Source: an optimization exercise on an open RTL-to-GDS flow (aim: small area, a short achievable clock period and few clock cycles per item). Production flows keep margins and buffers that such runs may drop.
At most, simulation tests tie the RTL to the original design; equivalence was not proved.

== the baseline ==
Design rational_arith_unit, start of the top module:
module rational_arith_unit #(
   parameter int WORD_BITS = 32
) (
   input  logic                        clock,
   input  logic                        reset,
   input  logic                        req_push,
   output logic                        req_full,
   input  logic        [2:0]           req_command,
   input  logic signed [WORD_BITS-1:0] req_a_num,
   input  logic signed [WORD_BITS-1:0] req_a_den,
   input  logic signed [WORD_BITS-1:0] req_b_num,
   input  logic        [WORD_BITS-2:0] req_b_den,
   output logic                        rsp_empty,
   input  logic                        rsp_pop,
   output logic signed [WORD_BITS-1:0] rsp_res_num,
   output logic        [WORD_BITS-2:0] rsp_res_den,
   output logic                        rsp_compare_true,
   output logic        [1:0]           rsp_status
);
   localparam logic [2:0] CMD_REDUCE = 3'd0;
   localparam logic [2:0] CMD_ADD    = 3'd1;
   localparam logic [2:0] CMD_SUB    = 3'd2;
   localparam logic [2:0] CMD_MUL    = 3'd3;
   localparam logic [2:0] CMD_DIV    = 3'd4;
   localparam logic [2:0] CMD_EQ     = 3'd5;
   localparam logic [2:0] CMD_LT     = 3'd6;
   localparam logic [1:0] STATUS_OK       = 2'd0;
   localparam logic [1:0] STATUS_ZERO_DEN = 2'd1;
   localparam logic [1:0] STATUS_OVERFLOW = 2'd2;
   localparam int W = WORD_BITS;
  ...
make LEC_CHECK=0 CAP_MARGIN=20 CORE_MARGIN=2 CORE_UTILIZATION=50 SETUP_SLACK_MARGIN=3.6 SLEW_MARGIN=20 finish   # period 8.0 ns
run.sh (not shown) runs the stock make flow with config.mk's settings and CLKGATE_MAP_FILE= SYNTH_SCRIPT=/design/flow/synth_recipe.tcl, a recipe that flattens the netlist after the stock synthesis.
Setup changes, the baseline to the candidate
--- a/flow/design.v
+++ b/flow/design.v
@@ -79,16 +79,15 @@
    localparam int CNTW = $clog2(NSTEP);
    logic          s1_full, s1_mul;
    logic [CNTW-1:0] cnt_ff;
    logic [QW-1:0] q0_ff, q1_ff, q2_ff;
    logic [W-1:0]  xb_ff, xd_ff;
    logic          c1_const, c1_cmp, c1_lt, c1_neg0, c1_neg1, c1_neg2, c1_use1, c1_inv;
    logic [1:0]    c1_cst;
-   logic          st_idle, st_sum, st_gcd, st_const, st_cmpw;
-   logic          cres_ff;
+   logic          st_idle, st_sum, st_gcd, st_const;
    logic [MW-1:0] ra_ff, rx_ff, rb_ff;
    logic [W-1:0]  m00_ff, m01_ff, m10_ff, m11_ff;
    logic          cmp_ff, lt_ff, neg0_ff, neg1_ff, neg2_ff, use1_ff, inv_ff;
    logic          nneg_ff, ovf_ff, cap_ff;
    logic [W-2:0]  tm_ff;
    logic [1:0]    cst_ff;
    logic          ovalid_ff;
@@ -292,17 +291,14 @@
       w_num = '0; w_den = (W-1)'(1); w_cmp = 1'b0; w_st = STATUS_OK;
       if (st_const) begin
          fin = 1'b1; w_st = cst_ff;
       end
       if (st_sum && cmp_ff) begin
          fin = 1'b1; w_cmp = cmp_res;
       end
-      if (st_cmpw) begin
-         fin = 1'b1; w_cmp = cres_ff;
-      end
       if (st_gcd) begin
          if (a_zero) begin
             fin = 1'b1;
          end else if (ovf_ff) begin
             fin = 1'b1; w_st = STATUS_OVERFLOW;
          end else if (both_odd && a_eq_b) begin
             fin = 1'b1;
@@ -358,37 +354,32 @@
    end
    always_ff @(posedge clock) begin
       if (reset) begin
          st_idle  <= 1'b1;
          st_sum   <= 1'b0;
          st_gcd   <= 1'b0;
          st_const <= 1'b0;
-         st_cmpw  <= 1'b0;
       end else if (handoff) begin
          st_idle  <= 1'b0;
          st_sum   <= !c1_const && c1_use1;
          st_gcd   <= !c1_const && !c1_use1;
          st_const <= c1_const;
-         st_cmpw  <= 1'b0;
       end else if (wr) begin
          st_idle  <= 1'b1;
          st_sum   <= 1'b0;
          st_gcd   <= 1'b0;
          st_const <= 1'b0;
-         st_cmpw  <= 1'b0;
-      end else if (st_sum) begin
-         st_sum  <= 1'b0;
-         st_gcd  <= !cmp_ff;
-         st_cmpw <= cmp_ff;
+      end else if (!stall) begin
+         if (st_sum) begin
+            st_sum <= 1'b0;
+            st_gcd <= 1'b1;
+         end
       end
    end
    always_ff @(posedge clock) begin
-      if (st_sum) cres_ff <= cmp_res;
-   end
-   always_ff @(posedge clock) begin
       if (handoff) begin
          ra_ff   <= q0_ff[MW-1:0];
          rx_ff   <= c1_use1 ? (c1_inv ? ~q1_ff[MW-1:0] : q1_ff[MW-1:0]) : ~q2_ff[MW-1:0];
          m00_ff  <= W'(1);
          m01_ff  <= c1_use1 ? q2_ff[MW-1:W] : '0;
          m10_ff  <= '0;
          m11_ff  <= c1_use1 ? q2_ff[W-1:0] : W'(1);
@@ -399,31 +390,34 @@
          lt_ff   <= c1_lt;
          neg0_ff <= c1_neg0;
          neg1_ff <= c1_neg1;
          neg2_ff <= c1_neg2;
          use1_ff <= c1_use1;
          inv_ff  <= c1_inv || !c1_use1;
          cst_ff  <= c1_cst;
-      end else if (st_sum) begin
-         ra_ff   <= nsum;
-         rx_ff   <= ~{m01_ff, m11_ff};
-         nneg_ff <= nsign ^ neg2_ff;
-         inv_ff  <= 1'b1;
-         m01_ff  <= '0;
-         m11_ff  <= W'(1);
-      end else begin
-         ra_ff  <= ra_g;
-         rx_ff  <= ~rb_g;
-         ovf_ff <= ovf_ff || g_ovf;
-         cap_ff <= both_ev;
-         if (cap_ff) tm_ff <= tm_now;
-         m00_ff <= m00_g;
-         m01_ff <= m01_g;
-         m10_ff <= m10_g;
-         m11_ff <= m11_g;
+      end else if (!stall) begin
+         if (st_sum) begin
+            ra_ff   <= nsum;
+            rx_ff   <= ~{m01_ff, m11_ff};
+            nneg_ff <= nsign ^ neg2_ff;
+            inv_ff  <= 1'b1;
+            m01_ff  <= '0;
+            m11_ff  <= W'(1);
+         end
+         if (st_gcd) begin
+            ra_ff  <= ra_g;
+            rx_ff  <= ~rb_g;
+            ovf_ff <= g_ovf;
+            cap_ff <= both_ev;
+            if (cap_ff) tm_ff <= tm_now;
+            m00_ff <= m00_g;
+            m01_ff <= m01_g;
+            m10_ff <= m10_g;
+            m11_ff <= m11_g;
+         end
       end
    end
    always_ff @(posedge clock) begin
       if (reset) begin
          ovalid_ff <= 1'b0;
       end else begin
          ovalid_ff <= wr || (ovalid_ff && !rsp_pop);
==> comparison <==
From the candidate to the baseline, number of endpoints failing setup at the final stage did not move at all. Per the comparison of the candidate with the baseline, netlist area before placement climbed 1.8%, total of plain and repair buffers excluding clock buffers dropped 23. The lower total iterations of the first detailed-routing run came out of the baseline. Re worst hold slack across all endpoints: the baseline and the candidate aren't equal, and the lower value belongs to the candidate. Comparing the baseline and the candidate, the higher number of cell rows was measured on the candidate. Per the comparison of the candidate with the baseline, sequential cell count of the final layout went down 0.31%; mux share of post-synthesis cell area +0.34 points; total length of routed wires rose 1.9%; number of synthesized register bits lower. Compared with the baseline, in the candidate fraction of registers with async set/reset barely changed; cell depth of the worst flop-to-flop path went up.
Testbench counts of the candidate, summed over its fixed seeds: cycles 70,943, items 4,000.
For the baseline, only the layout was checked, not whether the RTL still works.

[static timing again, ports no longer ideal]
Ports are ideal in the flow. The routed layouts listed here were re-timed in OpenROAD.
Step 1 assumes that a clkbuf_16 drives the clock port and a buf_2 every other input.
Step 2 times the ports against the registers' clock, not the clock port: input delays grow and output delays shrink by t, the midpoint of the rising clock arrivals with the driver on.
a / b / c = no drivers / after step 1 / after step 2; a / b = the first two.
run	t, ns	slack for setup (ns)	latest minus earliest clock arrival (ns)
the baseline	0.790	3.271 / 3.271 / 2.708	0.038 / 0.037
the candidate	0.798	3.409 / 3.409 / 2.854	0.025 / 0.025
After both steps every run listed still meets setup and hold. The setup slack of the baseline, which loses most, moves by 0.000 ns with the drivers and by -0.563 ns with both steps.
